From an optimization exercise on the open Yosys and OpenROAD flow, aimed at small area, a short achievable clock period and few clock cycles per item; shortcuts taken in it are not production practice. In this exercise RTL edits were held to simulation tests only and were not proved equivalent to the original.

==> flow/design.v (excerpt) <==
module cosine_similarity_stream_core (
  input  logic                                clk,
  input  logic                                rst_n,
  input  logic                                in_push,
  output logic                                in_full,
  input  logic signed [csim_pkg::ELEM_W-1:0]  in_a_value,
  input  logic signed [csim_pkg::ELEM_W-1:0]  in_b_value,
  input  logic                                in_is_last,
  input  logic                                out_pop,
  output logic                                out_empty,
  output logic signed [csim_pkg::SIM_W-1:0]   out_similarity,
  output logic                                out_status
);
  logic        s_we, s_full, s_take, s_full_nxt, slot_avail, eng_soon_nxt;
  logic        rst_d;
  always_ff @(posedge clk) rst_d <= rst_n;
  logic [43:0] s_dot_w, s_dot;
  logic [42:0] s_na_w, s_na, s_nb_w, s_nb;
  csim_front u_front (
    .clk          (clk),
    .rst_n        (rst_n),
    .rst_d        (rst_d),
    .in_push      (in_push),
    .in_a_value   (in_a_value),
    .in_b_value   (in_b_value),
    .in_is_last   (in_is_last),
    .in_full      (in_full),
    .s_full_nxt   (s_full_nxt),
    .slot_avail   (slot_avail),
    .eng_soon_nxt (eng_soon_nxt),
    .s_we         (s_we),
    .s_dot        (s_dot_w),
    .s_na         (s_na_w),
    .s_nb         (s_nb_w)
  );
  assign slot_avail = ~s_full | s_take;
  assign s_full_nxt = s_we | (s_full & ~s_take);
  csim_queue u_queue (
    .clk    (clk),
    .rst_d  (rst_d),
    .we     (s_we),
    .w_dot  (s_dot_w),
    .w_na   (s_na_w),
  ...
For scale: roughly 7,500 cells after synthesis, ~830 flip-flops, roughly 56 I/O pins, about 67,000 um^2 of cells after synthesis.
clock: 16.0 ns
lec_check: 0
cap_margin: 20
core_margin: 2
core_utilization: 50
cts_buf_list: sky130_fd_sc_hd__clkbuf_8
cts_cluster_size: 20
slew_margin: 20
tns_end_percent: 10
standard.sh (not shown) runs the stock make flow with config.mk's settings and CLKGATE_MAP_FILE= SYNTH_SCRIPT=/design/flow/synth_recipe.tcl, a recipe that flattens the netlist after the stock synthesis.
==> flow/flow/run.sh <==
#!/bin/bash
# Own flow: the standard layout (standard.sh, unchanged synthesis, same SDC and
# clock period), with repair_timing asked to keep a larger setup margin so that the
# layout is optimised for a shorter achieved period. make's full output goes to
# flow_make.log here; ORFS also keeps each step's log under orfs/logs/.
set -euo pipefail
bash standard.sh SETUP_SLACK_MARGIN=11.5 finish > flow_make.log 2>&1
Testbench counts at the start, summed over its fixed seeds: cycles 20,537, vectors 384.
Edit:
CORE_UTILIZATION = 60   (was 50)
Result: The new run finished with timing, DRC and antenna clean; routed wire length went down by 2.8%; die area is lower by 16%; clock skew shrinks by 0.013 ns; worst hold slack gets worse by 0.0072 ns; via count rose by 2.3%.
Edit:
CTS_CLUSTER_SIZE = 30   (was 20)
Result: Die area is unchanged. Worst hold slack barely changes. Cell area rises slightly. Global-route usage rises by 0.47 points.

* * *

amber:
cosine_similarity_stream_core, a different RTL version from the one above (not shown whole).
Size in the first run: about 7400 cells after synthesis.
Settings: LEC_CHECK=0, CAP_MARGIN=20, CORE_MARGIN=2, CORE_UTILIZATION=60, CTS_BUF_LIST=sky130_fd_sc_hd__clkbuf_8, CTS_CLUSTER_SIZE=20, SLEW_MARGIN=20, TNS_END_PERCENT=10; clock period 16.0 ns.
==> flow/flow/run.sh <==
#!/bin/bash
# Own flow: the standard layout (standard.sh, unchanged synthesis, same SDC and
# clock period), with repair_timing asked to keep a larger setup margin so that the
# layout is optimised for a shorter achieved period. make's full output goes to
# flow_make.log here; ORFS also keeps each step's log under orfs/logs/.
set -euo pipefail
bash standard.sh SETUP_SLACK_MARGIN=12 finish > flow_make.log 2>&1
Testbench counts of amber, summed over its fixed seeds: cycles 20,537, vectors 384.
Setup changes, amber to harbor
diff --git a/flow/flow/run.sh b/flow/flow/run.sh
--- a/flow/flow/run.sh
+++ b/flow/flow/run.sh
@@ -7 +7 @@
-bash standard.sh SETUP_SLACK_MARGIN=12 finish > flow_make.log 2>&1
+bash standard.sh SETUP_SLACK_MARGIN=11.5 finish > flow_make.log 2>&1
[summary]
- Global-route wire length before repair for harbor is higher than for amber.
- As far as final hold slack is concerned, amber and harbor perform about the same.
- harbor vs amber: number of gates on the worst path with buffers counted up by a few percent

==> port drivers added, routing unchanged <==
The flow's constraints put no driver on any port. The routed layouts listed below were extracted and timed again, unchanged, in two steps. Step 1, drivers: a clkbuf_16 drives clk and a buf_2 each remaining input, both assumed. Step 2 also shifts input and output timing later by t, the mid clock arrival at the registers, as if the neighbouring blocks saw the same clock. Three values: ideal, step 1, step 2; two values: the first two.
run | t, ns | slack for setup (ns) | worst register clock-pin slew, ns
the first run of note 1 | 0.994 | 10.992 / 10.992 / 10.876 | 0.08 / 0.08
the second run of note 1 | 0.934 | 11.047 / 11.047 / 10.851 | 0.07 / 0.07
the third run of note 1 | 0.957 | 11.072 / 11.072 / 10.837 | 0.07 / 0.07
amber | 0.979 | 10.481 / 10.481 / 10.481 | 0.08 / 0.08
harbor | 0.993 | 10.523 / 10.523 / 10.523 | 0.08 / 0.08
After both steps every run listed still meets setup and hold. For the third run of note 1, which loses most, drivers alone change the setup slack by 0.000 ns; drivers and shift together by -0.235 ns.
